This is an optimization exercise on Yosys and OpenROAD, whose aim is small area, a short achievable clock period and few clock cycles per item, not a production implementation. No functional check of the RTL was part of any run shown here. Power figures rest on the tool's default switching activity, not on a simulated workload.

--- run.sh ---
#!/bin/bash
# synth_recipe.tcl (not shown) runs the flow's synth.tcl, then flattens the netlist and writes it again
# the make line also repeats each setting of config.mk as NAME=value (left out here)
make -C /OpenROAD-flow-scripts/flow DESIGN_CONFIG=/design/flow/config.mk WORK_HOME=/design/flow/orfs CLKGATE_MAP_FILE= SYNTH_SCRIPT=/design/flow/synth_recipe.tcl finish
--- config.mk ---
export PLATFORM = sky130hd
export DESIGN_NAME = gray_quantizer_with_dither
export DESIGN_NICKNAME = gray_quantizer_with_dither
export VERILOG_FILES = /design/flow/design.v
export SDC_FILE = /design/flow/constraint.sdc
export NUM_CORES = 4
export LEC_CHECK = 0
export CAP_MARGIN = 20
export CORE_MARGIN = 2
export CORE_UTILIZATION = 45
export SETUP_SLACK_MARGIN = 4.5
export SLEW_MARGIN = 20
--- constraint.sdc ---
create_clock -name core_clock -period 8.0 [get_ports {clk}]
set_input_delay 1.6000 -clock core_clock [delete_from_list [all_inputs] [get_ports {clk}]]
set_output_delay 1.6000 -clock core_clock [all_outputs]
set_load 0.01 [all_outputs]
--- design.v ---
`default_nettype none
package gqd_pkg;
  localparam int PIX_W       = 8;
  localparam int NOISE_W     = 16;
  localparam int LVL_W       = 9;
  localparam int DIM_W       = 13;
  localparam int POS_W       = 12;
  localparam int ADDR_W      = 4;
  localparam int DATA_W      = 32;
  localparam logic [LVL_W-1:0] LEVELS_RST = 9'd16;
  localparam logic [DIM_W-1:0] WIDTH_RST  = 13'd640;
  localparam logic [DIM_W-1:0] HEIGHT_RST = 13'd480;
  typedef enum logic [1:0] {
    REG_LEVELS = 2'd0,
    REG_DITHER = 2'd1,
    REG_WIDTH  = 2'd2,
    REG_HEIGHT = 2'd3
  } gqd_reg_t;
endpackage
`default_nettype wire
`default_nettype none
module gqd_div
(
  input  wire logic [7:0] a,           
  input  wire logic [6:0] mul_frac,
  output logic      [8:0] prod
);
  logic [15:0] full;
  assign full = {8'd0, a} * {8'd0, 1'b1, mul_frac};
  assign prod = full[15:7];
endmodule
`default_nettype wire
`default_nettype none
module gqd_build
(
  input  wire logic [8:0] levels,
  output logic [2:0]      shift,
  output logic [6:0]      mul,
  output logic            big,
  output logic            pow2
);
  logic [8:0] n;
  logic [9:0] rec;
  always_comb begin
    n = (levels == 9'd0) ? 9'd1 : levels;
    case (n)
      8'd1: rec = {3'd0, 7'd0};
      8'd2: rec = {3'd1, 7'd0};
      8'd3: rec = {3'd2, 7'd43};
      8'd4: rec = {3'd2, 7'd0};
      8'd5: rec = {3'd3, 7'd77};
      8'd6: rec = {3'd3, 7'd43};
      8'd7: rec = {3'd3, 7'd19};
      8'd8: rec = {3'd3, 7'd0};
      8'd9: rec = {3'd4, 7'd100};
      8'd10: rec = {3'd4, 7'd77};
      8'd11: rec = {3'd4, 7'd59};
      8'd12: rec = {3'd4, 7'd43};
      8'd13: rec = {3'd4, 7'd30};
      8'd14: rec = {3'd4, 7'd19};
      8'd15: rec = {3'd4, 7'd9};
      8'd16: rec = {3'd4, 7'd0};
      8'd17: rec = {3'd5, 7'd113};
      8'd18: rec = {3'd5, 7'd100};
      8'd19: rec = {3'd5, 7'd88};
      8'd20: rec = {3'd5, 7'd77};
      8'd21: rec = {3'd5, 7'd68};
      8'd22: rec = {3'd5, 7'd59};
      8'd23: rec = {3'd5, 7'd51};
      8'd24: rec = {3'd5, 7'd43};
      8'd25: rec = {3'd5, 7'd36};
      8'd26: rec = {3'd5, 7'd30};
      8'd27: rec = {3'd5, 7'd24};
      8'd28: rec = {3'd5, 7'd19};
      8'd29: rec = {3'd5, 7'd14};
      8'd30: rec = {3'd5, 7'd9};
      8'd31: rec = {3'd5, 7'd5};
      8'd32: rec = {3'd5, 7'd0};
      8'd33: rec = {3'd6, 7'd121};
      8'd34: rec = {3'd6, 7'd113};
      8'd35: rec = {3'd6, 7'd107};
      8'd36: rec = {3'd6, 7'd100};
      8'd37: rec = {3'd6, 7'd94};
      8'd38: rec = {3'd6, 7'd88};
      8'd39: rec = {3'd6, 7'd83};
      8'd40: rec = {3'd6, 7'd77};
      8'd41: rec = {3'd6, 7'd72};
      8'd42: rec = {3'd6, 7'd68};
      8'd43: rec = {3'd6, 7'd63};
      8'd44: rec = {3'd6, 7'd59};
      8'd45: rec = {3'd6, 7'd55};
      8'd46: rec = {3'd6, 7'd51};
      8'd47: rec = {3'd6, 7'd47};
      8'd48: rec = {3'd6, 7'd43};
      8'd49: rec = {3'd6, 7'd40};
      8'd50: rec = {3'd6, 7'd36};
      8'd51: rec = {3'd6, 7'd33};
      8'd52: rec = {3'd6, 7'd30};
      8'd53: rec = {3'd6, 7'd27};
      8'd54: rec = {3'd6, 7'd24};
      8'd55: rec = {3'd6, 7'd21};
      8'd56: rec = {3'd6, 7'd19};
      8'd57: rec = {3'd6, 7'd16};
      8'd58: rec = {3'd6, 7'd14};
      8'd59: rec = {3'd6, 7'd11};
      8'd60: rec = {3'd6, 7'd9};
      8'd61: rec = {3'd6, 7'd7};
      8'd62: rec = {3'd6, 7'd5};
      8'd63: rec = {3'd6, 7'd3};
      8'd64: rec = {3'd6, 7'd0};
      8'd65: rec = {3'd7, 7'd125};
      8'd66: rec = {3'd7, 7'd121};
      8'd67: rec = {3'd7, 7'd117};
      8'd68: rec = {3'd7, 7'd113};
      8'd69: rec = {3'd7, 7'd110};
      8'd70: rec = {3'd7, 7'd107};
      8'd71: rec = {3'd7, 7'd103};
      8'd72: rec = {3'd7, 7'd100};
      8'd73: rec = {3'd7, 7'd97};
      8'd74: rec = {3'd7, 7'd94};
      8'd75: rec = {3'd7, 7'd91};
      8'd76: rec = {3'd7, 7'd88};
      8'd77: rec = {3'd7, 7'd85};
      8'd78: rec = {3'd7, 7'd83};
      8'd79: rec = {3'd7, 7'd80};
      8'd80: rec = {3'd7, 7'd77};
      8'd81: rec = {3'd7, 7'd75};
      8'd82: rec = {3'd7, 7'd72};
      8'd83: rec = {3'd7, 7'd70};
      8'd84: rec = {3'd7, 7'd68};
      8'd85: rec = {3'd7, 7'd65};
      8'd86: rec = {3'd7, 7'd63};
      8'd87: rec = {3'd7, 7'd61};
      8'd88: rec = {3'd7, 7'd59};
      8'd89: rec = {3'd7, 7'd57};
      8'd90: rec = {3'd7, 7'd55};
      8'd91: rec = {3'd7, 7'd53};
      8'd92: rec = {3'd7, 7'd51};
      8'd93: rec = {3'd7, 7'd49};
      8'd94: rec = {3'd7, 7'd47};
      8'd95: rec = {3'd7, 7'd45};
      8'd96: rec = {3'd7, 7'd43};
      8'd97: rec = {3'd7, 7'd41};
      8'd98: rec = {3'd7, 7'd40};
      8'd99: rec = {3'd7, 7'd38};
      8'd100: rec = {3'd7, 7'd36};
      8'd101: rec = {3'd7, 7'd35};
      8'd102: rec = {3'd7, 7'd33};
      8'd103: rec = {3'd7, 7'd32};
      8'd104: rec = {3'd7, 7'd30};
      8'd105: rec = {3'd7, 7'd29};
      8'd106: rec = {3'd7, 7'd27};
      8'd107: rec = {3'd7, 7'd26};
      8'd108: rec = {3'd7, 7'd24};
      8'd109: rec = {3'd7, 7'd23};
      8'd110: rec = {3'd7, 7'd21};
      8'd111: rec = {3'd7, 7'd20};
      8'd112: rec = {3'd7, 7'd19};
      8'd113: rec = {3'd7, 7'd17};
      8'd114: rec = {3'd7, 7'd16};
      8'd115: rec = {3'd7, 7'd15};
      8'd116: rec = {3'd7, 7'd14};
      8'd117: rec = {3'd7, 7'd13};
      8'd118: rec = {3'd7, 7'd11};
      8'd119: rec = {3'd7, 7'd10};
      8'd120: rec = {3'd7, 7'd9};
      8'd121: rec = {3'd7, 7'd8};
      8'd122: rec = {3'd7, 7'd7};
      8'd123: rec = {3'd7, 7'd6};
      8'd124: rec = {3'd7, 7'd5};
      8'd125: rec = {3'd7, 7'd4};
      8'd126: rec = {3'd7, 7'd3};
      8'd127: rec = {3'd7, 7'd2};
      8'd128: rec = {3'd7, 7'd0};
      default: rec = '0;
    endcase
    shift = rec[9:7];
    mul   = rec[6:0];
    big   = n > 9'd128;
    pow2  = !big && ((n & (n - 1'b1)) == 9'd0);
  end
endmodule
`default_nettype wire
`default_nettype none
module gqd_pipe
(
  input  wire logic        clk,
  input  wire logic        rst_n,
  input  wire logic [7:0]  n_lo_i,      
  input  wire logic [2:0]  shift_i,     
  input  wire logic [6:0]  mul_i,
  input  wire logic        big_i,
  input  wire logic        pow2_i,
  input  wire logic        dither_i,
  input  wire logic [12:0] width_i,
  input  wire logic [12:0] height_i,
  input  wire logic        in_valid,
  output logic             in_ready,
  input  wire logic [23:0] in_data,
  output logic             out_valid,
  input  wire logic        out_ready,
  output logic [8:0]       out_data
);
  localparam int PW = gqd_pkg::POS_W;
  logic en, accept;
  logic sk_valid_r;
  assign en       = !sk_valid_r;
  assign in_ready = en;
  assign accept   = in_valid && en;
  logic [PW-1:0] col_r, row_r;
  logic [PW:0]   col_p1, row_p1;
  logic          row_end, plane_end, pos;
  always_comb begin
    col_p1    = {1'b0, col_r} + 1'b1;
    row_p1    = {1'b0, row_r} + 1'b1;
    row_end   = col_p1[PW] || (col_p1 >= width_i);
    plane_end = row_end && (row_p1[PW] || (row_p1 >= height_i));
    pos       = !(col_r[0] ^ row_r[0]);
  end
  always_ff @(posedge clk) begin
    if (!rst_n) begin
      col_r <= '0;
      row_r <= '0;
    end else if (accept) begin
      col_r <= row_end ? '0 : col_p1[PW-1:0];
      if (row_end) begin
        row_r <= plane_end ? '0 : row_p1[PW-1:0];
      end
    end
  end
  logic       s1_v, s1_pe, s1_up, s1_incu, s1_incd;
  logic [7:0] s1_p;
  logic [6:0] s1_fh;
  always_ff @(posedge clk) begin
    if (!rst_n) begin
      s1_v <= 1'b0;
    end else if (en) begin
      s1_v <= accept;
    end
    if (en) begin
      s1_pe   <= plane_end;
      s1_p    <= in_data[23:16];
      s1_fh   <= dither_i ? in_data[15:9] : 7'd0;
      s1_up   <= dither_i && pos;
      s1_incu <= dither_i && pos && (in_data[15:0] != 16'd0);
      s1_incd <= dither_i && !pos && (in_data[15:0] == 16'hFFFF);
    end
  end
  logic [8:0] p1;
  gqd_div u_div1 (
    .a        ({1'b0, s1_fh}),
    .mul_frac (mul_i),
    .prod     (p1)
  );
  logic       s2_v, s2_pe, s2_up, s2_inc;
  logic [7:0] s2_p;
  logic [7:0] s2_prod;
  always_ff @(posedge clk) begin
    if (!rst_n) begin
      s2_v <= 1'b0;
    end else if (en) begin
      s2_v <= s1_v;
    end
    if (en) begin
      s2_pe   <= s1_pe;
      s2_p    <= s1_p;
      s2_up   <= s1_up;
      s2_inc  <= s1_incu || (s1_incd && pow2_i);
      s2_prod <= big_i ? 8'd0 : p1[7:0];       
    end
  end
  logic [6:0] q1;
  logic [9:0] vsum;
  logic [7:0] v;
  always_comb begin
    q1 = 7'(s2_prod >> shift_i);
    if (s2_up) begin
      vsum = {2'b00, s2_p} + {3'b000, q1} + {9'd0, s2_inc};
      v    = vsum[8] ? 8'hFF : vsum[7:0];
    end else begin
      vsum = {2'b00, s2_p} - {3'b000, q1} - {9'd0, s2_inc};
      v    = vsum[9] ? 8'h00 : vsum[7:0];
    end
  end
  logic       s3_v, s3_pe;
  logic [7:0] s3_vp;
  always_ff @(posedge clk) begin
    if (!rst_n) begin
      s3_v <= 1'b0;
    end else if (en) begin
      s3_v <= s2_v;
    end
    if (en) begin
      s3_pe <= s2_pe;
      s3_vp <= v;
    end
  end
  logic [7:0] r, y;
  logic       sgn;
  always_comb begin
    r   = 8'(s3_vp * n_lo_i);
    sgn = r > 8'd128;
    y   = sgn ? 8'(r - 8'd129) : 8'(8'd128 - r);
  end
  logic       s4_v, s4_pe, s4_sgn;
  logic [7:0] s4_vp, s4_y;
  always_ff @(posedge clk) begin
    if (!rst_n) begin
      s4_v <= 1'b0;
    end else if (en) begin
      s4_v <= s3_v;
    end
    if (en) begin
      s4_pe  <= s3_pe;
      s4_vp  <= s3_vp;
      s4_y   <= y;
      s4_sgn <= sgn;
    end
  end
  logic [8:0] p2;
  gqd_div u_div2 (
    .a        (s4_y),
    .mul_frac (mul_i),
    .prod     (p2)
  );
  logic       s5_v, s5_pe, s5_sgn;
  logic [7:0] s5_vp;
  logic [7:0] s5_prod;
  always_ff @(posedge clk) begin
    if (!rst_n) begin
      s5_v <= 1'b0;
    end else if (en) begin
      s5_v <= s4_v;
    end
    if (en) begin
      s5_pe   <= s4_pe;
      s5_vp   <= s4_vp;
      s5_sgn  <= s4_sgn;
      s5_prod <= big_i ? 8'd0 : p2[7:0];       
    end
  end
  logic [7:0] q2;
  logic [8:0] osum;
  logic [7:0] opix;
  always_comb begin
    q2 = 8'(s5_prod >> shift_i);
    if (s5_sgn) begin
      osum = {1'b0, s5_vp} - {1'b0, q2} - 9'd1;    
    end else begin
      osum = {1'b0, s5_vp} + {1'b0, q2};
    end
    opix = osum[8] ? 8'hFF : osum[7:0];
  end
  logic       out_valid_r;
  logic [8:0] out_data_r, sk_data_r;
  always_ff @(posedge clk) begin
    if (!rst_n) begin
      out_valid_r <= 1'b0;
      sk_valid_r  <= 1'b0;
    end else if (en) begin
      if (!out_valid_r || out_ready) begin
        out_valid_r <= s5_v;
      end else begin
        sk_valid_r  <= s5_v;
      end
    end else if (out_ready) begin
      sk_valid_r  <= 1'b0;
    end
    if (en) begin
      if (!out_valid_r || out_ready) begin
        out_data_r <= {opix, s5_pe};
      end else begin
        sk_data_r  <= {opix, s5_pe};
      end
    end else if (out_ready) begin
      out_data_r <= sk_data_r;
    end
  end
  assign out_valid = out_valid_r;
  assign out_data  = out_data_r;
endmodule
`default_nettype wire
`default_nettype none
module gray_quantizer_with_dither
(
  input  wire logic              clk,
  input  wire logic              rst_n,
  input  wire logic              in_valid,
  output logic                   in_ready,
  input  wire logic [23:0]       in_data,
  output logic                   out_valid,
  input  wire logic              out_ready,
  output logic [8:0]             out_data,
  input  wire logic              psel,
  input  wire logic              penable,
  input  wire logic              pwrite,
  input  wire logic [gqd_pkg::ADDR_W-1:0] paddr,
  input  wire logic [gqd_pkg::DATA_W-1:0] pwdata,
  output logic [gqd_pkg::DATA_W-1:0]      prdata,
  output logic                   pready
);
  logic [gqd_pkg::LVL_W-1:0] levels_r;
  logic                      dither_r;
  logic [gqd_pkg::DIM_W-1:0] width_r;
  logic [gqd_pkg::DIM_W-1:0] height_r;
  logic [7:0]                n_lo;
  logic [2:0]                shift_r;
  logic [6:0]                mul_r;
  gqd_pkg::gqd_reg_t         reg_idx;
  logic                      wr_en;
  assign pready  = 1'b1;
  assign reg_idx = gqd_pkg::gqd_reg_t'(paddr[gqd_pkg::ADDR_W-1:2]);
  assign wr_en   = psel && penable && pwrite;
  always_ff @(posedge clk) begin
    if (!rst_n) begin
      levels_r <= gqd_pkg::LEVELS_RST;
      dither_r <= 1'b0;
      width_r  <= gqd_pkg::WIDTH_RST;
      height_r <= gqd_pkg::HEIGHT_RST;
    end else if (wr_en) begin
      case (reg_idx)
        gqd_pkg::REG_LEVELS: levels_r <= pwdata[gqd_pkg::LVL_W-1:0];
        gqd_pkg::REG_DITHER: dither_r <= pwdata[0];
        gqd_pkg::REG_WIDTH:  width_r  <= pwdata[gqd_pkg::DIM_W-1:0];
        gqd_pkg::REG_HEIGHT: height_r <= pwdata[gqd_pkg::DIM_W-1:0];
        default: begin
        end
      endcase
    end
  end
  logic [2:0] shift_c;
  logic [6:0] mul_c;
  logic       big_c, pow2_c;
  gqd_build u_build (
    .levels (levels_r),
    .shift  (shift_c),
    .mul    (mul_c),
    .big    (big_c),
    .pow2   (pow2_c)
  );
  always_ff @(posedge clk) begin
    shift_r <= shift_c;
    mul_r   <= mul_c;
  end
  assign n_lo = (levels_r == '0) ? 8'd1 : levels_r[7:0];
  always_comb begin
    case (reg_idx)
      gqd_pkg::REG_LEVELS: prdata = gqd_pkg::DATA_W'(levels_r);
      gqd_pkg::REG_DITHER: prdata = gqd_pkg::DATA_W'(dither_r);
      gqd_pkg::REG_WIDTH:  prdata = gqd_pkg::DATA_W'(width_r);
      gqd_pkg::REG_HEIGHT: prdata = gqd_pkg::DATA_W'(height_r);
      default:             prdata = '0;
    endcase
  end
  gqd_pipe u_pipe (
    .clk       (clk),
    .rst_n     (rst_n),
    .n_lo_i    (n_lo),
    .shift_i   (shift_r),
    .mul_i     (mul_r),
    .big_i     (big_c),
    .pow2_i    (pow2_c),
    .dither_i  (dither_r),
    .width_i   (width_r),
    .height_i  (height_r),
    .in_valid  (in_valid),
    .in_ready  (in_ready),
    .in_data   (in_data),
    .out_valid (out_valid),
    .out_ready (out_ready),
    .out_data  (out_data)
  );
endmodule
`default_nettype wire
==> results.py, run 1 <==
metrics = {
    "run_status": {
        "status": "timing/DRC/antenna clean",
    },
    "timing": {
        "rsz0062_at_grt": "yes",
        "max_freq_mhz": 232,
        "report.final.hold_viol_count": 0,
        "clock_skew_ns": 0.0167,
        "setup_violations": 0,
        "slew_headroom_pct": 29.2,
        "period_needed_ns": 4.32,
        "tns_ns": 0,
        "worst_slew_pin_slew_ns": 1.06,
        "maxSlewViolCount": 0,
        "period_share_pct": 54.0,
    },
    "critical_path": {
        "worstSetupStartpointType": "flop",
        "critPathCaptureType": "flop",
        "path_cells": "buf_4 > buf_6 > and2_4 > fa_2 > fa_1 > inv_1 > fa_1 > fa_1 > inv_1 > ha_4 > a21o_1 > a21o_1 > a21oi_4 > buf_4 > o21ai_1 > nand4_1 > a31oi_1 > and2_1",
        "cpMaxStageDelayCell": "fa_1",
        "cp_max_fo": 2,
        "critPathKind": "flop to flop",
        "crit_required_ns": 8.21,
        "crit_path_frequent_cell": "fa_1",
        "cp.arrival_ns": 4.53,
        "cpPeakStageDelay_ns": 0.54,
    },
    "die": {
        "core-area_sq_um": 34700,
        "die_h_microns": 192,
        "io_pins": 111,
        "row_count": 68,
        "die_area_sq_um": 36900,
        "die_width_microns": 192,
        "start_util_pct": 45.9,
    },
    "clock_tree": {
        "insertion_delay_ns": 0.45,
        "cts_tree": "done",
        "cts_buffer_depth": 2,
        "cts.sinks": 178,
        "cts_buffers": 17,
        "clk_root_buffer_cell": "clkbuf_16",
        "cts_max_level": 4,
        "cts.clk_slew.worst_paths_ns": 0.08,
    },
    "synthesis": {
        "ys_ff_latch": 178,
        "ys_types": 85,
        "ys_warn_count": 3,
        "synth_edf_count": 101,
        "netlist_area_sq_um": 15900,
        "synthCells": 1782,
        "synthFlopType": "edfxtp_1",
        "synth.avg_cell_area_sq_um": 8.94,
        "yosysSeqAreaShare_pct": 28.7,
        "synthArstFlopShare_pct": 0,
    },
    "grt": {
        "globalRoute.totalOverflow": 0,
        "grt_pass1_wl_microns": 67200,
        "antenna_found_initial": 2,
        "grt_usage_pct": 23.0,
        "grt_max_degree": 63,
        "grt_pass1_vias": 12974,
    },
    "power": {
        "leakagePower_nw": 8.48,
        "vdd_ir_drop_max_v": 0.000166,
        "p_per_area_nw_per_um2": 161,
    },
    "final_layout": {
        "area_delta_synth_final_pct": 22.3,
        "fin_nets": 2196,
        "mostFrequentLayoutCell": "nand2_1",
        "antenna_cells": 0,
        "drive_above_1_share_pct": 19.4,
        "fin_cells": 2368,
        "layout_common_cells": "224 x nand2_1, 156 x inv_1, 130 x ha_1, 101 x edfxtp_1, 90 x a21oi_1",
    },
    "placement": {
        "io_buffer_count": 69,
        "dp_hpwl_microns": 28000,
        "place_congestion": 0.882,
        "dp.cells": 2227,
    },
    "route": {
        "avgRoutedWirePerCell_microns": 17.5,
        "viasPerCell": 5.56,
        "vias": 13175,
        "dr.pass1.iters": 5,
        "drc": 0,
        "drt_iter0_drc": 894,
        "wl_microns": 41300,
        "drt.antenna.violating_nets": 0,
    },
    "run": {
        "drv_cap": 0,
    },
    "min_path": {
        "hp-class": "flop to flop",
    },
}
==> power by group <==
group	internal (W)	switching, W	total, W
sequential	0.00110	0.000107	0.00120
combinational	0.000542	0.000527	0.00107
clock	0.000420	0.000434	0.000854
total	0.00206	0.00107	0.00313
==> cell type report <==
cell class                 count  area (sq um)
sequential                   178          4640
inverter                     174           669
fill                        3108         15200
timing repair buffer         187          1970
tap                          455           569
clock inverter                15           161
multi-input combinational   1342         11000
clock buffer                  17           425
==> path summary, 6_finish.rpt <==
kind                             from                         endpoint  slack, ns  cells after the start
max reg2reg  u_pipe.s4_y[1]$_DFFE_PN_  u_pipe.s5_prod[6]$_SDFFCE_PP0N_       3.68                     18
min            u_pipe.s4_pe$_DFFE_PN_           u_pipe.s5_pe$_DFFE_PN_       0.42                      0
max          u_pipe.s4_y[1]$_DFFE_PN_  u_pipe.s5_prod[6]$_SDFFCE_PP0N_       3.68                     18
min reg2reg    u_pipe.s4_pe$_DFFE_PN_           u_pipe.s5_pe$_DFFE_PN_       0.42                      0
==> metrics by stage <==
step / setup slack, ns / utilization [%] / total power (W) / instance area (sq um) / hold slack (ns)
finish: 3.68 / 56.1 / 0.00313 / 19500 / 0.420
detailed placement: 2.56 / 49.2 / 0.00212 / 17100 / 0.405
CTS: 3.67 / 54.8 / 0.00309 / 19000 / 0.419
global route: 3.49 / 56.1 / 0.00334 / 19500 / 0.423
global placement: 2.60 / 49.2 / 0.00209 / 17100 / 0.401
floorplan: 3.65 / - / 0.00187 / 16400 / 0.400
==> registers in the layout, indices dropped and copies added (netlist names), 3 cells and up <==
| signal | cells |
|---|---|
| u_pipe.sk_data_r | 9 |
| u_pipe.col_r | 12 |
| u_pipe.s5_vp | 8 |
| height_r | 13 |
| u_pipe.s3_vp | 8 |
| u_pipe.s2_prod | 8 |
| u_pipe.s4_y | 8 |
| u_pipe.row_r | 12 |
| mul_r | 7 |
| shift_r | 3 |
| u_pipe.s1_fh | 7 |
| u_pipe.s2_p | 8 |
| u_pipe.s5_prod | 8 |
| levels_r | 9 |
| u_pipe.s1_p | 8 |
| u_pipe.out_data_r | 9 |
| u_pipe.s4_vp | 8 |
| width_r | 13 |
==> kinds of logic after synthesis <==
family	after synthesis	synth area share [%]
simple gates	592	18.3
compound gates	364	15.6
buf+inv	281	7.26
fa+ha+maj	229	21.8
flops	178	28.7
xor+xnor	88	4.93
mux	48	3.44
other cells	2	0.0472
==> worst max-delay path, delay by kind of cell (launching register included) <==
| family | cells | cell delay (ns) |
|---|---|---|
| adders and majority gates | 5 | 2.06 |
| buffers and inverters | 5 | 0.54 |
| DFF | 1 | 0.44 |
| AOI/OAI and AO/OA | 5 | 0.66 |
| and+or+nand+nor | 3 | 0.40 |
==> cells in the mapped netlist (21+ instances only) <==
| master | n | area, sq um |
|---|---|---|
| fa_1 | 80 | 1600 |
| nand4_1 | 21 | 131 |
| dfxtp_1 | 77 | 1540 |
| a21oi_1 | 102 | 510 |
| o21ai_0 | 75 | 375 |
| and2_1 | 89 | 557 |
| xor2_1 | 38 | 333 |
| nor2_1 | 90 | 338 |
| nor3_1 | 23 | 115 |
| ha_1 | 149 | 1860 |
| edfxtp_1 | 101 | 3030 |
| clkbuf_1 | 62 | 233 |
| nand2_1 | 235 | 882 |
| mux2i_1 | 30 | 300 |
| nor2b_1 | 21 | 131 |
| xnor2_1 | 49 | 429 |
| nand3_1 | 27 | 135 |
| inv_1 | 174 | 653 |
==> what timing repair did <==
action | CTS | global route
cloned | 11 | 0
endpoints found under the setup margin | 100 | 73
setup buffers | 77 | 21
endpoints found under the hold margin | 0 | 0
gates resized for setup | 196 | 85
hold buffers | 0 | 0
pin swaps | 68 | 63
==> layer usage <==
layer,up-vias,track usage [%],part of all wire [%]
met4,2,6.90,2.2
met1,6361,30.8,45
li1,6362,-,-
met2,382,38.5,47
met3,68,3.45,5.6
met5,-,0,0.027
==> run 2, diff against run 1 <==
--- a/config.mk
+++ b/config.mk
@@ -9,4 +9,3 @@
 export CORE_MARGIN = 2
 export CORE_UTILIZATION = 45
-export SETUP_SLACK_MARGIN = 4.5
 export SLEW_MARGIN = 20
==> run 2 against run 1 <==
Die area unchanged. Largest power group unchanged. Still clean. Critical path type is now input pin to primary output. Highest routed layer is now met4. Combinational power decreased by 23%. Worst setup slack got worse by 1.3 ns. Largest cell class unchanged.
==> results.py, run 2 <==
metrics = {
    "synthesis": {
        "yosysSeqAreaShare_pct": 28.7,
        "ys_warn_count": 3,
        "synthTopCellsByArea": "edfxtp_1 19%, ha_1 12%, fa_1 10%",
        "synthCells": 1782,
        "synth_most_common_cell": "nand2_1",
        "synth_top_area_share_pct": 19.0,
        "synthFlopType": "edfxtp_1",
        "synthArstFlopShare_pct": 0,
        "synth_commonest_cells": "235 x nand2_1, 174 x inv_1, 149 x ha_1",
        "synth.avg_cell_area_sq_um": 8.94,
        "synth_edf_count": 101,
        "netlist_area_sq_um": 15900,
        "ys_ff_latch": 178,
        "yosys.area.top_type": "edfxtp_1",
        "ys_types": 85,
    },
    "final_layout": {
        "fin_cells": 2261,
        "drive_above_1_share_pct": 5.54,
        "fill_cells": 3284,
        "layout_common_cells": "235 x nand2_1, 173 x inv_1, 149 x ha_1, 102 x a21oi_1, 101 x edfxtp_1",
        "antenna_cells": 0,
        "finalInstanceArea_sq_um": 17400,
        "top_regs": "height_r x13, width_r x13",
        "register_area_sq_um": 4580,
        "multi_input_area_sq_um": 10300,
        "mostFrequentLayoutCell": "nand2_1",
        "area_delta_synth_final_pct": 9.35,
        "fin_nets": 2089,
    },
    "critical_path": {
        "crit_path_frequent_cell": "clkdlybuf4s50_1",
        "worstSetupStartpointType": "input pin",
        "reg2reg_depth": 15,
        "crit_required_ns": 6.40,
        "critPathCaptureType": "primary output",
        "critPathKind": "input pin to primary output",
        "crit_start": "paddr[2]",
        "critPathTopFamily": "buffers and inverters",
        "cp.arrival_ns": 4.05,
        "cp.depth": 4,
        "cp_max_fo": 27,
        "path_cells": "clkdlybuf4s50_1 > nor2_1 > a22o_1 > clkdlybuf4s50_1",
        "cpMaxStageDelayCell": "clkdlybuf4s50_1",
        "crit_buf_inv": 2,
        "r2r_start": "levels_r[7]$_SDFFE_PN0P_",
        "cpPeakStageDelay_ns": 0.89,
    },
    "power": {
        "combPwrFrac_pct": 29.0,
        "p_sw_share_pct": 33.3,
        "pwr-share-seq_pct": 42.5,
        "p_per_area_nw_per_um2": 164,
        "power_w": 0.00286,
        "intPower_w": 0.00191,
        "vdd_ir_drop_max_v": 0.000157,
        "p_switching_w": 0.000952,
        "pwr-share-clk_pct": 28.5,
        "leakagePower_nw": 7.64,
    },
    "die": {
        "start_util_pct": 45.9,
        "core-area_sq_um": 34700,
        "row_count": 68,
        "io_pins": 111,
        "die_h_microns": 192,
        "die_area_sq_um": 36900,
        "die_width_microns": 192,
    },
    "grt": {
        "grt_usage_pct": 21.0,
        "grt_max_degree": 74,
        "antenna_found_initial": 0,
        "globalRoute.totalOverflow": 0,
        "grt_pass1_wl_microns": 62300,
        "grt_pass1_vias": 12279,
    },
    "timing": {
        "period_needed_ns": 5.65,
        "rsz0062_at_grt": "no",
        "max_freq_mhz": 177,
        "slew_headroom_pct": 29.8,
        "tns_ns": 0,
        "fin_ws_ns": 2.35,
        "period_share_pct": 70.6,
        "setup_violations": 0,
        "clock_skew_ns": 0.0134,
        "worst_slew_pin_slew_ns": 1.05,
        "report.final.hold_viol_count": 0,
        "maxSlewViolCount": 0,
    },
    "clock_tree": {
        "post_cts.repair.setup_buffers": 0,
        "cts_max_level": 4,
        "cts_tree": "done",
        "cts_buffer_depth": 2,
        "postCtsHoldBufs": 0,
        "clk_root_buffer_cell": "clkbuf_16",
        "cts.clk_slew.worst_paths_ns": 0.07,
        "insertion_delay_ns": 0.44,
        "cts.sinks": 178,
        "cts_buffers": 17,
        "cts_resized": 0,
    },
    "route": {
        "drc": 0,
        "drt.antenna.violating_nets": 0,
        "wl_microns": 37100,
        "viasPerCell": 5.50,
        "avgRoutedWirePerCell_microns": 16.4,
        "vias": 12444,
        "drt_iter0_drc": 848,
        "dr.pass1.iters": 8,
    },
    "min_path": {
        "hold_depth": 0,
        "hp-class": "flop to flop",
        "holdCritStartpoint": "u_pipe.s4_vp[7]$_DFFE_PN_",
    },
    "placement": {
        "place_congestion": 0.867,
        "dp.cells": 2229,
        "placed_cell_area_sq_um": 16800,
        "pre_cts_ws_ns": 2.37,
        "dp_hpwl_microns": 27400,
        "io_buffer_count": 69,
    },
    "run_status": {
        "status": "timing/DRC/antenna clean",
    },
    "run": {
        "drv_cap": 0,
    },
}
-- run 2: cell types whose count changed in the layout (fill, tap and decap cells not counted), sizes merged --
cell / previous run / this run
bufbuf: 8 / 0
nor2: 92 / 91
clkdlybuf4s50: 54 / 69
clkinvlp: 3 / 2
buf: 125 / 12
inv: 183 / 181
clkinv: 3 / 6
-- run 2: area by class of cell --
class | count | area share, %
Multi-Input combinational cell | 1341 | 58.9
Timing Repair Buffer | 81 | 4.48
Tap cell | 455 | 3.27
Clock inverter | 15 | 0.826
Clock buffer | 17 | 2.44
Inverter | 174 | 3.77
Sequential cell | 178 | 26.3
-- run 2: worst reg2reg max path: stages (launching register included) --
cell	delay, ns
dfxtp_1	0.56
nor3_1	0.41
a41o_1	0.61
nand2_1	0.15
fa_1	0.50
inv_1	0.05
fa_1	0.47
inv_1	0.06
fa_1	0.53
inv_1	0.04
ha_1	0.31
a21oi_1	0.15
xnor3_1	0.43
xnor2_1	0.42
nor2_2	0.21
xor2_1	0.18
-- run 2: cells by family after synthesis --
logic type | count (synthesis) | share of synthesized area (%)
AND/OR/NAND/NOR | 592 | 18.3
multiplexers | 48 | 3.44
AO/OA/AOI/OAI | 364 | 15.6
other | 2 | 0.0472
adder cells (fa/ha/maj) | 229 | 21.8
buffers and inverters | 281 | 7.26
flip-flops | 178 | 28.7
XOR/XNOR | 88 | 4.93
-- run 2: power groups by stage --
stage                     Clock [W]  Combinational, W  Sequential, W
after CTS                  0.000841          0.000840        0.00122
final                      0.000814          0.000829        0.00122
after detailed placement          0          0.000831        0.00124
after global routing       0.000873          0.000957        0.00123
after global placement            0          0.000820        0.00123
after floorplan                   0          0.000646        0.00118
-- run 2: through the flow --
step | hold WS (ns) | utilization (%)
floorplan | 0.400 | -
finish | 0.421 | 50.2
CTS | 0.423 | 50.2
global route | 0.431 | 50.2
detailed placement | 0.406 | 48.5
global placement | 0.401 | 48.5
-- run 2: worst paths after layout --
check	end	slack, ns
max	prdata[7]	2.35
min	u_pipe.s5_vp[7]$_DFFE_PN_	0.42
max reg2reg	u_pipe.s4_y[1]$_DFFE_PN_	2.65
min reg2reg	u_pipe.s5_vp[7]$_DFFE_PN_	0.42
-- run 2: metal layers --
layer | vias to the layer above | GRT usage (%) | wire length (microns)
li1 | 6136 | - | -
met1 | 6014 | 28.4 | 17400
met2 | 255 | 35.4 | 17800
met3 | 39 | 2.94 | 1320
met4 | 0 | 5.49 | 528
met5 | - | 0 | 0
==> run 3, diff against run 2 <==
--- a/config.mk
+++ b/config.mk
@@ -6,6 +6,8 @@
 export NUM_CORES = 4
 export LEC_CHECK = 0
+export ABC_AREA = 1
 export CAP_MARGIN = 20
 export CORE_MARGIN = 2
-export CORE_UTILIZATION = 45
+export CORE_UTILIZATION = 70
+export SETUP_SLACK_MARGIN = 4.5
 export SLEW_MARGIN = 20
==> run 3 against run 2 <==
Global-route usage grew 16 points. Non-clock buffer count grew 113. Sequential power increased by 3%. Largest power group is now combinational logic. Worst setup slack improved by 1.1 ns. Wire length rose by 37%. Highest routed layer unchanged. Largest cell class unchanged. Maximum frequency up 25%. Hold slack got worse by 0.0094 ns.
==> results.py, run 3 <==
metrics = {
    "final_layout": {
        "top_regs": "height_r x13, width_r x13",
        "register_area_sq_um": 4630,
        "antenna_cells": 0,
        "drive_above_1_share_pct": 18.6,
        "finish.utilization_pct": 87.4,
        "layout_common_cells": "434 x nand2_1, 342 x inv_1, 128 x ha_1, 122 x a21oi_1, 119 x nor2_1",
        "area_delta_synth_final_pct": 23.6,
        "mostFrequentLayoutCell": "nand2_1",
        "fill_cells": 1120,
        "fin_nets": 2540,
        "multi_input_area_sq_um": 10700,
    },
    "synthesis": {
        "ys_types": 56,
        "synth.avg_cell_area_sq_um": 7.57,
        "ys_warn_count": 3,
        "synthFlopType": "edfxtp_1",
        "synth_commonest_cells": "485 x nand2_1, 369 x inv_1, 149 x ha_1",
        "yosys.area.top_type": "edfxtp_1",
        "synthTopCellsByArea": "edfxtp_1 19%, ha_1 12%, nand2_1 11%",
        "netlist_area_sq_um": 15900,
        "synthCells": 2096,
        "synth_edf_count": 101,
        "synth_most_common_cell": "nand2_1",
        "synthArstFlopShare_pct": 0,
        "synth_top_area_share_pct": 19.1,
        "yosysSeqAreaShare_pct": 28.8,
        "ys_ff_latch": 178,
    },
    "route": {
        "drt_iter0_drc": 1993,
        "dr.pass1.iters": 9,
        "wl_microns": 50700,
        "drt.antenna.violating_nets": 0,
        "avgRoutedWirePerCell_microns": 19.9,
        "vias": 15992,
        "drc": 0,
        "viasPerCell": 6.29,
    },
    "die": {
        "core-area_sq_um": 22400,
        "io_pins": 111,
        "row_count": 55,
        "die_width_microns": 155,
        "start_util_pct": 70.7,
        "die_h_microns": 155,
        "die_area_sq_um": 23900,
    },
    "clock_tree": {
        "cts_buffer_depth": 2,
        "cts_buffers": 17,
        "cts_max_level": 4,
        "cts.sinks": 178,
        "insertion_delay_ns": 0.46,
        "cts_tree": "done",
        "clk_root_buffer_cell": "clkbuf_16",
        "cts.clk_slew.worst_paths_ns": 0.08,
    },
    "critical_path": {
        "crit_required_ns": 8.19,
        "critPathKind": "flop to flop",
        "cp_max_fo": 7,
        "critPathCaptureType": "flop",
        "cp.arrival_ns": 4.72,
        "worstSetupStartpointType": "flop",
    },
    "timing": {
        "max_freq_mhz": 221,
        "report.final.hold_viol_count": 0,
        "period_share_pct": 56.6,
        "period_needed_ns": 4.53,
        "slew_headroom_pct": 47.1,
        "clock_skew_ns": 0.0224,
        "rsz0062_at_grt": "yes",
        "setup_violations": 0,
        "maxSlewViolCount": 0,
        "worst_slew_pin_slew_ns": 0.793,
        "tns_ns": 0,
    },
    "min_path": {
        "hp-class": "flop to flop",
    },
    "grt": {
        "globalRoute.totalOverflow": 0,
        "antenna_found_initial": 0,
        "grtUsageMet3_pct": 7.09,
        "grt_pass1_vias": 14858,
        "grt_usage_pct": 37.0,
        "grt_max_degree": 65,
        "top_usage_layer": "met2",
        "grt_pass1_wl_microns": 71000,
        "use_met1_pct": 45.6,
        "grt_util_met2_pct": 63.1,
    },
    "run": {
        "drv_cap": 0,
    },
    "run_status": {
        "status": "timing/DRC/antenna clean",
    },
    "power": {
        "vdd_ir_drop_max_v": 0.000152,
        "p_per_area_nw_per_um2": 202,
        "leakagePower_nw": 9.72,
    },
    "placement": {
        "dp_hpwl_microns": 29300,
        "io_buffer_count": 69,
        "place_congestion": 0.998,
    },
}
run 3: cell families (layout without fill, tap and decap cells):
group	after synthesis	after routing	share of synthesized area, %
buffers and inverters	466	608	11.8
other	2	20	0.0474
AOI/OAI and AO/OA	339	339	12.0
adders and majority gates	229	229	21.9
xor gates and xnor gates	52	52	2.87
and+or+nand+nor	830	831	22.6
DFF	178	178	28.8
run 3: what timing repair did:
action                     in CTS  in global routing
resized for setup             179                139
hold buffers                    0                  0
pin swaps                      46                 62
gates cloned                    3                  0
buffers inserted               72                 45
setup endpoints to repair      82                 88
run 3: final cells by class:
type / count / area share, %
repair buffers: 194 / 9.38
inverters: 382 / 7.71
well taps: 285 / 1.82
multi-input cells: 1471 / 54.4
flip-flops and latches: 178 / 23.6
clock buffers: 18 / 2.19
clock inverters: 14 / 0.817
run 3: critical path: stages, from the launching register on:
cell	delay, ns
edfxtp_1	0.55
nand2_1	0.18
fa_1	0.61
inv_1	0.08
ha_4	0.22
fa_1	0.57
inv_1	0.07
fa_1	0.51
inv_2	0.05
ha_4	0.22
a21oi_2	0.12
nand2_1	0.11
or2_4	0.26
nand2_2	0.08
nand2_2	0.07
nand2_4	0.08
inv_2	0.05
nand3_4	0.10
nand3b_4	0.15
nand2_1	0.10
nand2_1	0.07
run 3: per-layer routing:
layer	vias up	share of wire, %
met1	7353	36
met2	1244	48
met4	0	6.2
met5	-	0
met3	336	10
li1	7059	-
run 3: power by group:
part	internal, W	total (W)	leakage (nW)	switching [W]
Combinational	0.000773	0.00184	7.69	0.00106
Sequential	0.00114	0.00126	1.75	0.000120
Clock	0.000424	0.000867	0.288	0.000443
run 3: final timing paths:
path | slack, ns | end | depth (start not counted) | start
worst max register to register | 3.47 | u_pipe.s4_y[5]$_DFFE_PN_ | 20 | u_pipe.s3_vp[2]$_DFFE_PN_
worst max-delay path | 3.47 | u_pipe.s4_y[5]$_DFFE_PN_ | 20 | u_pipe.s3_vp[2]$_DFFE_PN_
worst min register to register | 0.41 | u_pipe.s2_up$_DFFE_PN_ | 0 | u_pipe.s1_up$_DFFE_PN_
worst min-delay path | 0.41 | u_pipe.s2_up$_DFFE_PN_ | 0 | u_pipe.s1_up$_DFFE_PN_
run 3: metrics by stage:
stage / hold WS, ns / cells / worst slack (ns) / cell area (sq um) / total power [W]
2_1_floorplan: 0.389 / 2114 / 3.94 / 16600 / 0.00229
4_1_cts: 0.411 / 2497 / 3.85 / 18700 / 0.00370
3_5_place_dp: 0.405 / 2390 / 2.74 / 17100 / 0.00264
6_report: 0.411 / 2542 / 3.47 / 19600 / 0.00396
3_3_place_gp: 0.401 / 2390 / 2.78 / 17100 / 0.00258
5_1_grt: 0.428 / 2542 / 3.41 / 19600 / 0.00415
==> run 4, diff against run 3 <==
--- a/config.mk
+++ b/config.mk
@@ -9,5 +9,7 @@
 export CAP_MARGIN = 20
 export CORE_MARGIN = 2
-export CORE_UTILIZATION = 70
+export CORE_UTILIZATION = 45
+export CTS_BUF_LIST = sky130_fd_sc_hd__clkbuf_4 sky130_fd_sc_hd__clkbuf_8
+export CTS_CLUSTER_SIZE = 40
 export SETUP_SLACK_MARGIN = 4.5
 export SLEW_MARGIN = 20
==> run 4 against run 3 <==
Still clean on timing, DRC and antenna. Synthesized cell count unchanged. Sequential share of layout area hardly changed. Flip-flop and latch count did not move. Count of clock-buffer cells in the layout stayed put. Design area about the same. Maximum frequency grew 9.4%. Final cell count up 6.6%. Clock skew is 0.0062 ns lower. Synthesized area is the same. Global-route usage down 13 points. Register-to-register slack gained 0.39 ns. First-iteration DRC count fell by 51%.
==> results.py, run 4 <==
metrics = {
    "run_status": {
        "status": "timing/DRC/antenna clean",
    },
    "grt": {
        "grt_pass1_wl_microns": 69100,
        "grt_usage_pct": 23.6,
        "antenna_found_initial": 0,
        "top_usage_layer": "met2",
        "grt_util_met2_pct": 39.4,
        "globalRoute.totalOverflow": 0,
        "use_met1_pct": 32.0,
        "grtUsageMet3_pct": 3.47,
        "grt_max_degree": 65,
        "grt_pass1_vias": 13808,
    },
    "route": {
        "avgRoutedWirePerCell_microns": 15.7,
        "wl_microns": 42600,
        "vias": 14263,
        "dr.pass1.iters": 6,
        "drt.antenna.violating_nets": 0,
        "drt_iter0_drc": 984,
        "drc": 0,
        "viasPerCell": 5.26,
    },
    "critical_path": {
        "path_cells": "buf_12 > inv_8 > nand2_8 > nor2_4 > nand2_4 > nand2_8 > clkinv_8 > nor2_4 > fa_1 > ha_1 > inv_2 > fa_1 > fa_2 > inv_1 > nor2_2 > inv_2 > nor3_4 > inv_1 > nor2_4 > nand3b_4 > nand2_1 > nand2_1",
        "worstSetupStartpointType": "flop",
        "cpMaxStageDelayCell": "fa_2",
        "critPathCaptureType": "flop",
        "crit_required_ns": 8.37,
        "cpPeakStageDelay_ns": 0.58,
        "critPathKind": "flop to flop",
        "cp_max_fo": 7,
        "cp.arrival_ns": 4.51,
        "crit_path_frequent_cell": "nor2_4",
    },
    "final_layout": {
        "antenna_cells": 0,
        "mostFrequentLayoutCell": "nand2_1",
        "fin_nets": 2538,
        "layout_common_cells": "440 x nand2_1, 342 x inv_1, 133 x ha_1, 120 x a21oi_1, 117 x nor2_1",
        "top_regs": "height_r x13, width_r x13",
        "fin_cells": 2710,
        "area_delta_synth_final_pct": 23.7,
        "drive_above_1_share_pct": 18.2,
    },
    "die": {
        "row_count": 68,
        "io_pins": 111,
        "die_h_microns": 192,
        "start_util_pct": 45.8,
        "core-area_sq_um": 34600,
        "die_area_sq_um": 36800,
        "die_width_microns": 192,
    },
    "synthesis": {
        "synth_commonest_cells": "485 x nand2_1, 369 x inv_1, 149 x ha_1",
        "ys_types": 56,
        "synthTopCellsByArea": "edfxtp_1 19%, ha_1 12%, nand2_1 11%",
        "synth_edf_count": 101,
        "synthArstFlopShare_pct": 0,
        "synthCells": 2096,
        "yosys.area.top_type": "edfxtp_1",
        "synth_most_common_cell": "nand2_1",
        "synthFlopType": "edfxtp_1",
        "ys_warn_count": 3,
        "yosysSeqAreaShare_pct": 28.8,
        "netlist_area_sq_um": 15900,
        "synth.avg_cell_area_sq_um": 7.57,
        "synth_top_area_share_pct": 19.1,
        "ys_ff_latch": 178,
    },
    "clock_tree": {
        "clk_root_buffer_cell": "clkbuf_8",
        "cts_buffer_depth": 2,
        "cts_buffers": 17,
        "cts.sinks": 178,
        "cts.clk_slew.worst_paths_ns": 0.11,
        "cts_tree": "done",
        "insertion_delay_ns": 0.50,
        "cts_max_level": 4,
    },
    "timing": {
        "setup_violations": 0,
        "max_freq_mhz": 242,
        "period_share_pct": 51.7,
        "maxSlewViolCount": 0,
        "rsz0062_at_grt": "yes",
        "tns_ns": 0,
        "clock_skew_ns": 0.0162,
        "worst_slew_pin_slew_ns": 0.876,
        "slew_headroom_pct": 41.6,
        "period_needed_ns": 4.14,
        "report.final.hold_viol_count": 0,
    },
    "power": {
        "leakagePower_nw": 9.67,
        "vdd_ir_drop_max_v": 0.000122,
        "p_per_area_nw_per_um2": 189,
        "power_w": 0.00370,
    },
    "min_path": {
        "hp-class": "flop to flop",
    },
    "placement": {
        "dp_hpwl_microns": 30700,
        "dp.cells": 2561,
        "place_congestion": 0.912,
        "io_buffer_count": 69,
    },
    "run": {
        "drv_cap": 0,
    },
}
==> run 4: kinds of logic (layout without fill, tap and decap cells) <==
logic type      count (synthesis)  count (layout)  synth area share, %
simple gates                  830             830                 22.6
buf+inv                       466             607                 11.8
compound gates                339             339                 12.0
fa+ha+maj                     229             229                 21.9
flops                         178             178                 28.8
xor+xnor                       52              52                 2.87
other cells                     2              20               0.0474
==> run 4: what timing repair did <==
item	CTS	global route
pin swaps	68	56
setup endpoints to repair	85	88
hold buffers	0	0
resized for setup	188	124
cloned	2	0
hold endpoints to repair	0	0
setup buffers	96	19
==> run 4: final timing paths <==
| kind | end | slack (ns) | cells after the start | from |
|---|---|---|---|---|
| worst min-delay path | u_pipe.s2_p[4]$_DFFE_PN_ | 0.41 | 0 | u_pipe.s1_p[4]$_DFFE_PN_ |
| worst max register to register | u_pipe.s4_y[2]$_DFFE_PN_ | 3.86 | 22 | levels_r[2]$_SDFFE_PN0P_ |
| worst min register to register | u_pipe.s2_p[4]$_DFFE_PN_ | 0.41 | 0 | u_pipe.s1_p[4]$_DFFE_PN_ |
| worst max-delay path | u_pipe.s4_y[2]$_DFFE_PN_ | 3.86 | 22 | levels_r[2]$_SDFFE_PN0P_ |
==> run 4: power breakdown <==
group	total, W	switching [W]	internal, W
Sequential	0.00124	0.000108	0.00114
Combinational	0.00174	0.000980	0.000761
Clock	0.000716	0.000381	0.000334
Total	0.00370	0.00147	0.00223
==> run 4: worst max-delay path: cells and delay by family (launching register included) <==
family        cells  cell delay, ns
fa+ha+maj         4            1.80
flops             1            0.37
buf+inv           7            0.54
simple gates     11            1.28
==> run 4: through the flow <==
stage / utilization, % / hold slack [ns] / instance area, sq um / setup slack (ns)
after global placement: 50.1 / 0.400 / 17300 / 2.75
after global routing: 56.6 / 0.417 / 19600 / 3.66
after detailed placement: 50.1 / 0.405 / 17300 / 2.72
after floorplan: - / 0.389 / 16600 / 3.94
after CTS: 55.0 / 0.415 / 19100 / 3.86
final: 56.6 / 0.413 / 19600 / 3.86
==> run 4: layout make-up <==
cell class / count / area (sq um)
clock buffers: 18 / 248
flip-flops and latches: 178 / 4630
clock inverters: 14 / 208
repair buffers: 193 / 1870
fillers: 3183 / 15000
inverters: 382 / 1500
multi-input cells: 1470 / 10600
well taps: 455 / 569
==> run 4: metal layers <==
metal  vias to the layer above  routed length [microns]
met5                         -                        0
met4                         0                      953
met3                        77                     1910
met2                       345                    20200
met1                      6774                    19500
li1                       7067                        -
==> run 5, diff against run 4 <==
--- a/design.v
+++ b/design.v
@@ -444,11 +444,11 @@
   end
   assign n_lo = (levels_r == '0) ? 8'd1 : levels_r[7:0];
-  always_comb begin
+  always_ff @(posedge clk) begin
     case (reg_idx)
-      gqd_pkg::REG_LEVELS: prdata = gqd_pkg::DATA_W'(levels_r);
-      gqd_pkg::REG_DITHER: prdata = gqd_pkg::DATA_W'(dither_r);
-      gqd_pkg::REG_WIDTH:  prdata = gqd_pkg::DATA_W'(width_r);
-      gqd_pkg::REG_HEIGHT: prdata = gqd_pkg::DATA_W'(height_r);
-      default:             prdata = '0;
+      gqd_pkg::REG_LEVELS: prdata <= gqd_pkg::DATA_W'(levels_r);
+      gqd_pkg::REG_DITHER: prdata <= gqd_pkg::DATA_W'(dither_r);
+      gqd_pkg::REG_WIDTH:  prdata <= gqd_pkg::DATA_W'(width_r);
+      gqd_pkg::REG_HEIGHT: prdata <= gqd_pkg::DATA_W'(height_r);
+      default:             prdata <= '0;
     endcase
   end
--- a/config.mk
+++ b/config.mk
@@ -6,10 +6,7 @@
 export NUM_CORES = 4
 export LEC_CHECK = 0
-export ABC_AREA = 1
 export CAP_MARGIN = 20
 export CORE_MARGIN = 2
 export CORE_UTILIZATION = 45
-export CTS_BUF_LIST = sky130_fd_sc_hd__clkbuf_4 sky130_fd_sc_hd__clkbuf_8
-export CTS_CLUSTER_SIZE = 40
 export SETUP_SLACK_MARGIN = 4.5
 export SLEW_MARGIN = 20
==> run 5 against run 4 <==
Die area up 0.31%. Still clean on timing, DRC and antenna. Final cell count down 12%. Largest power group is now registers. Hold slack better by 0.0072 ns. Flip-flop and latch count up 13. Global-route usage down 1.2 points. Worst setup slack worse by 0.27 ns. Register-to-register slack worse by 0.27 ns. Largest cell class unchanged.
==> results.py, run 5 <==
metrics = {
    "grt": {
        "globalRoute.totalOverflow": 0,
        "antenna_found_initial": 0,
        "grt_pass1_wl_microns": 65600,
        "grt_pass1_vias": 12905,
        "grt_max_degree": 54,
        "grt_usage_pct": 22.4,
    },
    "critical_path": {
        "reg2reg_depth": 15,
        "critPathKind": "flop to flop",
        "critPathTopFamily": "adder cells",
        "cp.arrival_ns": 4.60,
        "crit_buf_inv": 2,
        "cpPeakStageDelay_ns": 0.57,
        "r2r_slack_ns": 3.59,
        "crit_required_ns": 8.19,
        "r2r_start": "u_pipe.s4_y[1]$_DFFE_PN_",
        "reg2reg_to": "u_pipe.s5_prod[6]$_SDFFCE_PP0N_",
        "crit_start": "u_pipe.s4_y[1]$_DFFE_PN_",
        "cp.depth": 15,
        "critPathCaptureType": "flop",
        "cpMaxStageDelayCell": "fa_1",
        "crit_path_frequent_cell": "fa_1",
        "path_cells": "and2_4 > fa_1 > inv_1 > fa_1 > inv_1 > fa_1 > fa_1 > ha_4 > a21o_1 > a21o_1 > a21oi_2 > a21oi_2 > or3_4 > xnor2_2 > nor2_1",
        "critPathCapture": "u_pipe.s5_prod[6]$_SDFFCE_PP0N_",
        "cp_max_fo": 3,
        "worstSetupStartpointType": "flop",
    },
    "clock_tree": {
        "cts_buffers": 17,
        "cts_max_level": 4,
        "cts.sinks": 191,
        "cts_buffer_depth": 2,
        "cts_tree": "done",
        "clk_root_buffer_cell": "clkbuf_16",
        "postCtsHoldBufs": 0,
        "insertion_delay_ns": 0.46,
        "cts.clk_slew.worst_paths_ns": 0.08,
    },
    "route": {
        "viasPerCell": 5.53,
        "dr.pass1.iters": 5,
        "drt.antenna.violating_nets": 0,
        "avgRoutedWirePerCell_microns": 17.3,
        "vias": 13161,
        "drc": 0,
        "wl_microns": 41100,
        "drt_iter0_drc": 945,
    },
    "power": {
        "pwr-share-clk_pct": 27.2,
        "leakagePower_nw": 8.30,
        "p_switching_w": 0.00107,
        "pwr-share-seq_pct": 40.1,
        "p_sw_share_pct": 33.6,
        "intPower_w": 0.00212,
        "vdd_ir_drop_max_v": 0.000170,
        "combPwrFrac_pct": 32.7,
        "p_per_area_nw_per_um2": 166,
    },
    "timing": {
        "fin_hold_ws_ns": 0.420,
        "worst_slew_pin_slew_ns": 1.00,
        "period_needed_ns": 4.41,
        "maxSlewViolCount": 0,
        "tns_ns": 0,
        "period_share_pct": 55.1,
        "report.final.hold_viol_count": 0,
        "slew_headroom_pct": 33.2,
        "setup_violations": 0,
        "rsz0062_at_grt": "yes",
        "clock_skew_ns": 0.0191,
        "max_freq_mhz": 227,
    },
    "die": {
        "die_h_microns": 192,
        "core-area_sq_um": 34700,
        "row_count": 68,
        "start_util_pct": 45.8,
        "die_width_microns": 192,
        "io_pins": 111,
        "die_area_sq_um": 36900,
    },
    "final_layout": {
        "fin_cells": 2379,
        "finish.utilization_pct": 55.5,
        "top_regs": "height_r x13, prdata x13, width_r x13",
        "antenna_cells": 0,
        "finalInstanceArea_sq_um": 19300,
        "drive_above_1_share_pct": 17.4,
        "area_delta_synth_final_pct": 21.0,
        "fill_cells": 3117,
        "mostFrequentLayoutCell": "nand2_1",
        "layout_common_cells": "235 x nand2_1, 159 x inv_1, 132 x ha_1, 101 x edfxtp_1, 100 x a21oi_1",
        "fin_nets": 2207,
    },
    "synthesis": {
        "ys_types": 76,
        "synth_most_common_cell": "nand2_1",
        "synth_top_area_share_pct": 19.1,
        "ys_warn_count": 3,
        "synthSimpleGateAreaFrac_pct": 18.2,
        "synth_compound_area_share_pct": 14.1,
        "synth_edf_count": 101,
        "netlist_area_sq_um": 15900,
        "synthFlopType": "edfxtp_1",
        "synthCells": 1800,
        "synthTopCellsByArea": "edfxtp_1 19%, ha_1 12%, dfxtp_1 11%",
        "ys_ff_latch": 191,
        "synth_commonest_cells": "243 x nand2_1, 176 x inv_1, 149 x ha_1",
        "synth-adder-area-share_pct": 21.8,
        "yosys.area.top_type": "edfxtp_1",
        "yosysSeqAreaShare_pct": 30.4,
        "synthArstFlopShare_pct": 0,
        "synth_top_family_by_area": "adder cells",
        "synth_xor_area_share_pct": 4.66,
        "synth.avg_cell_area_sq_um": 8.84,
        "muxShareOfSynthArea_pct": 3.48,
    },
    "placement": {
        "io_buffer_count": 69,
        "place_congestion": 0.844,
        "dp.cells": 2242,
        "placed_cell_area_sq_um": 16900,
        "dp_hpwl_microns": 27900,
    },
    "run": {
        "drv_cap": 0,
    },
    "min_path": {
        "hp-class": "flop to flop",
        "holdCritStartpoint": "u_pipe.s1_p[5]$_DFFE_PN_",
    },
    "run_status": {
        "status": "timing/DRC/antenna clean",
    },
}
## run 5: cell type report
cell class	count	area, sq um	area share, %
clock buffers	17	425	2.21
clock inverters	15	168	0.871
repair buffers	183	1860	9.65
multi-input cells	1341	10700	55.3
well taps	455	569	2.96
inverters	177	679	3.53
flip-flops and latches	191	4900	25.4
## run 5: how the worst min path moves through the flow
stage,slack [ns],end,cells past startpoint
detailed placement,0.41,u_pipe.s5_vp[5]$_DFFE_PN_,0
global placement,0.40,u_pipe.s2_p[3]$_DFFE_PN_,0
floorplan,0.40,u_pipe.s2_p[0]$_DFFE_PN_,0
CTS,0.42,u_pipe.s2_p[5]$_DFFE_PN_,0
finish,0.42,u_pipe.s2_p[5]$_DFFE_PN_,0
global route,0.42,u_pipe.s2_p[5]$_DFFE_PN_,0
## run 5: cell families after synthesis
kind of cell             count (synthesis)
adder cells (fa/ha/maj)                230
multiplexers                            49
AO/OA/AOI/OAI                          355
AND/OR/NAND/NOR                        604
flip-flops                             191
buffers and inverters                  286
other                                    2
XOR/XNOR                                83
## run 5: per-layer routing
layer / vias up / global-route usage, % / routed length, microns
met4: 0 / 7.87 / 997
met2: 343 / 38.6 / 20200
met3: 82 / 3.34 / 1740
met5: - / 0 / 0
met1: 6383 / 28.6 / 18100
li1: 6353 / - / -
## run 5: through the flow
step	worst slack, ns	power (W)
2_1_floorplan	3.68	0.00191
3_3_place_gp	3.23	0.00214
3_5_place_dp	3.14	0.00215
4_1_cts	3.51	0.00311
5_1_grt	3.43	0.00339
6_report	3.59	0.00319
## run 5: repair_timing
item	in CTS	in global routing
setup endpoints to repair	80	83
resized for setup	104	111
cloned	6	0
buffers inserted	70	29
pin swaps	71	50
## run 5: power by group through the flow
stage	registers (W)	clock network [W]	logic, W
final	0.00128	0.000869	0.00105
after global routing	0.00129	0.000924	0.00117
after CTS	0.00128	0.000888	0.000940
after detailed placement	0.00131	0	0.000839
after global placement	0.00131	0	0.000824
after floorplan	0.00126	0	0.000653
==> run 6, diff against run 5 <==
--- a/config.mk
+++ b/config.mk
@@ -6,4 +6,5 @@
 export NUM_CORES = 4
 export LEC_CHECK = 0
+export ABC_AREA = 1
 export CAP_MARGIN = 20
 export CORE_MARGIN = 2
==> run 6 against run 5 <==
Via count rose by 9.3%. Combinational power rose by 64%. Final cell count rose by 14%. Critical path depth rose by 8. Global-route usage rose by 0.46 points.
==> results.py, run 6 <==
metrics = {
    "run_status": {
        "status": "timing/DRC/antenna clean",
    },
    "timing": {
        "report.final.hold_viol_count": 0,
        "max_freq_mhz": 239,
        "clock_skew_ns": 0.0115,
        "period_needed_ns": 4.18,
        "worst_slew_pin_slew_ns": 0.992,
        "setup_violations": 0,
        "maxSlewViolCount": 0,
        "tns_ns": 0,
        "period_share_pct": 52.3,
        "slew_headroom_pct": 33.9,
        "rsz0062_at_grt": "yes",
    },
    "placement": {
        "place_congestion": 0.902,
        "dp.cells": 2586,
        "dp_hpwl_microns": 31200,
        "io_buffer_count": 69,
    },
    "final_layout": {
        "layout_common_cells": "471 x nand2_1, 354 x inv_1, 129 x ha_1, 117 x a21oi_1, 113 x nor2_1",
        "area_delta_synth_final_pct": 22.0,
        "antenna_cells": 0,
        "register_area_sq_um": 4890,
        "mostFrequentLayoutCell": "nand2_1",
        "drive_above_1_share_pct": 16.2,
        "multi_input_area_sq_um": 10400,
        "fill_cells": 3287,
        "fin_cells": 2721,
        "top_regs": "height_r x13, prdata x13, width_r x13",
        "fin_nets": 2543,
    },
    "critical_path": {
        "path_cells": "buf_12 > nor2_4 > nand4_4 > nand2_8 > nand2_4 > fa_1 > inv_1 > fa_1 > inv_1 > fa_1 > inv_2 > ha_4 > a21oi_2 > nand2_1 > nand2_1 > nand2_2 > xnor2_2 > nand2_2 > nand2_2 > nand2_4 > nand3_4 > nor2_1 > nor2_1",
        "crit_required_ns": 8.20,
        "cp.arrival_ns": 4.39,
        "cpPeakStageDelay_ns": 0.53,
        "worstSetupStartpointType": "flop",
        "critPathKind": "flop to flop",
        "cpMaxStageDelayCell": "fa_1",
        "critPathCaptureType": "flop",
        "cp_max_fo": 14,
    },
    "route": {
        "drt_iter0_drc": 1059,
        "vias": 14387,
        "viasPerCell": 5.29,
        "wl_microns": 43200,
        "avgRoutedWirePerCell_microns": 15.9,
        "drc": 0,
        "dr.pass1.iters": 5,
        "drt.antenna.violating_nets": 0,
    },
    "clock_tree": {
        "cts.sinks": 191,
        "cts_buffers": 17,
        "clk_root_buffer_cell": "clkbuf_16",
        "cts_buffer_depth": 2,
        "cts_max_level": 4,
        "cts_tree": "done",
        "cts.clk_slew.worst_paths_ns": 0.08,
        "postCtsHoldBufs": 0,
        "insertion_delay_ns": 0.45,
    },
    "grt": {
        "grt_pass1_vias": 13851,
        "grt_usage_pct": 22.9,
        "antenna_found_initial": 0,
        "grt_max_degree": 83,
        "grt_pass1_wl_microns": 70000,
        "globalRoute.totalOverflow": 0,
    },
    "synthesis": {
        "synthFlopType": "edfxtp_1",
        "synth.avg_cell_area_sq_um": 7.61,
        "synthArstFlopShare_pct": 0,
        "synthCells": 2120,
        "synth_edf_count": 101,
        "synthTopCellsByArea": "edfxtp_1 19%, nand2_1 12%, ha_1 12%",
        "synth_commonest_cells": "515 x nand2_1, 372 x inv_1, 149 x ha_1",
        "yosysSeqAreaShare_pct": 30.0,
        "synth_xor_area_share_pct": 2.70,
        "ys_warn_count": 3,
        "synth_most_common_cell": "nand2_1",
        "synth_compound_area_share_pct": 12.6,
        "netlist_area_sq_um": 16100,
        "synth_top_family_by_area": "adder cells",
        "synth_top_area_share_pct": 18.8,
        "muxShareOfSynthArea_pct": 0,
        "synth-adder-area-share_pct": 21.5,
        "synthSimpleGateAreaFrac_pct": 21.5,
        "ys_ff_latch": 191,
        "yosys.area.top_type": "edfxtp_1",
        "ys_types": 61,
    },
    "power": {
        "vdd_ir_drop_max_v": 0.000225,
        "power_w": 0.00391,
        "p_per_area_nw_per_um2": 198,
        "leakagePower_nw": 9.63,
    },
    "die": {
        "row_count": 69,
        "die_area_sq_um": 37400,
        "die_width_microns": 193,
        "die_h_microns": 193,
        "core-area_sq_um": 35400,
        "start_util_pct": 45.6,
        "io_pins": 111,
    },
    "run": {
        "drv_cap": 0,
    },
    "min_path": {
        "hp-class": "flop to flop",
    },
}
-- run 6: routing by layer --
metal | track usage [%] | wire length (microns) | vias up
li1 | - | - | 7089
met1 | 30.8 | 19500 | 6839
met2 | 38.7 | 20800 | 385
met3 | 2.89 | 1960 | 74
met4 | 6.64 | 869 | 0
met5 | 0 | 0 | -
-- run 6: cell families (layout without fill, tap and decap cells) --
| logic type | after synthesis | after routing |
|---|---|---|
| AND/OR/NAND/NOR | 825 | 826 |
| buffers and inverters | 471 | 592 |
| AO/OA/AOI/OAI | 354 | 354 |
| adder cells (fa/ha/maj) | 229 | 229 |
| flip-flops | 191 | 191 |
| XOR/XNOR | 48 | 48 |
| other | 2 | 20 |
-- run 6: metrics by stage --
step / setup WS [ns] / hold slack [ns] / util, % / instance area, sq um
floorplan: 3.96 / 0.400 / - / 16600
global placement: 3.07 / 0.406 / 48.9 / 17300
detailed placement: 3.00 / 0.405 / 48.9 / 17300
CTS: 3.87 / 0.424 / 54.0 / 19100
global route: 3.69 / 0.428 / 55.6 / 19700
finish: 3.82 / 0.423 / 55.6 / 19700
-- run 6: path summary, 6_finish.rpt --
check | start | to | depth (start not counted) | slack, ns
worst max-delay path | levels_r[2]$_SDFFE_PN0P_ | u_pipe.s4_y[5]$_DFFE_PN_ | 23 | 3.82
worst min-delay path | u_pipe.s3_pe$_DFFE_PN_ | u_pipe.s4_pe$_DFFE_PN_ | 0 | 0.42
worst max register to register | levels_r[2]$_SDFFE_PN0P_ | u_pipe.s4_y[5]$_DFFE_PN_ | 23 | 3.82
worst min register to register | u_pipe.s3_pe$_DFFE_PN_ | u_pipe.s4_pe$_DFFE_PN_ | 0 | 0.42
-- run 6: timing repair --
action,in CTS,in global routing
pin swaps,69,54
gates resized for setup,121,120
setup endpoints to repair,77,84
cloned,4,0
buffers inserted,80,19
-- run 6: area by class of cell --
class                      instances  share of cell area, %
tap                              461                   2.93
multi-input combinational       1477                   53.0
clock inverter                    15                  0.852
sequential                       191                   24.9
timing repair buffer             177                   8.69
inverter                         383                   7.45
clock buffer                      17                   2.16
-- run 6: worst max-delay path, delay by kind of cell, from the launching register on --
| kind | cells | cell delay [ns] |
|---|---|---|
| fa+ha+maj | 4 | 1.72 |
| compound gates | 1 | 0.15 |
| xor+xnor | 1 | 0.14 |
| flops | 1 | 0.36 |
| buf+inv | 4 | 0.30 |
| simple gates | 13 | 1.28 |
-- run 6: power breakdown --
group	switching [W]	leakage [nW]	internal, W
Combinational	0.000959	7.49	0.000759
Clock	0.000427	0.288	0.000446
Sequential	0.000113	1.85	0.00120
Total	0.00150	9.63	0.00241

-- what the ideal ports hide --
The results above use ideal ports. As a check the final layouts listed here were re-extracted and re-timed, cells and wires unchanged.
Step 1 sets driving cells, clkbuf_16 on the clock port and buf_2 on the other inputs (assumed; they add their load-dependent delay and slew).
Step 2 moves the port delays by t, midway between the first and last clock arrival at a register: inputs arrive t later, outputs are due t later. That takes back most of the time a late clock gives input paths.
Three values: ideal ports, drivers, drivers and shift; two values: the first two.
| run | shift t [ns] | slack for setup (ns) | worst hold slack (ns) | clock arrival spread, ns | worst data-port slew with drivers (ns) |
|---|---|---|---|---|---|
| run 1 | 0.500 | 3.680 / 3.680 / 3.680 | 0.420 / 0.420 / 0.420 | 0.018 / 0.018 | 0.25 |
| run 2 | 0.492 | 2.350 / 2.328 / 2.328 | 0.421 / 0.421 / 0.421 | 0.019 / 0.018 | 0.04 |
| run 3 | 0.509 | 3.473 / 3.473 / 3.473 | 0.411 / 0.411 / 0.411 | 0.022 / 0.022 | 0.07 |
| run 4 | 0.540 | 3.860 / 3.860 / 3.860 | 0.413 / 0.413 / 0.413 | 0.019 / 0.018 | 0.07 |
| run 5 | 0.504 | 3.592 / 3.592 / 3.592 | 0.420 / 0.420 / 0.420 | 0.021 / 0.021 | 0.04 |
| run 6 | 0.499 | 3.818 / 3.818 / 3.818 | 0.423 / 0.423 / 0.423 | 0.011 / 0.011 | 0.05 |
After both steps setup and hold are still met in every run listed. The setup slack of run 2, which loses most, moves by -0.022 ns with the drivers and by -0.022 ns with both steps.
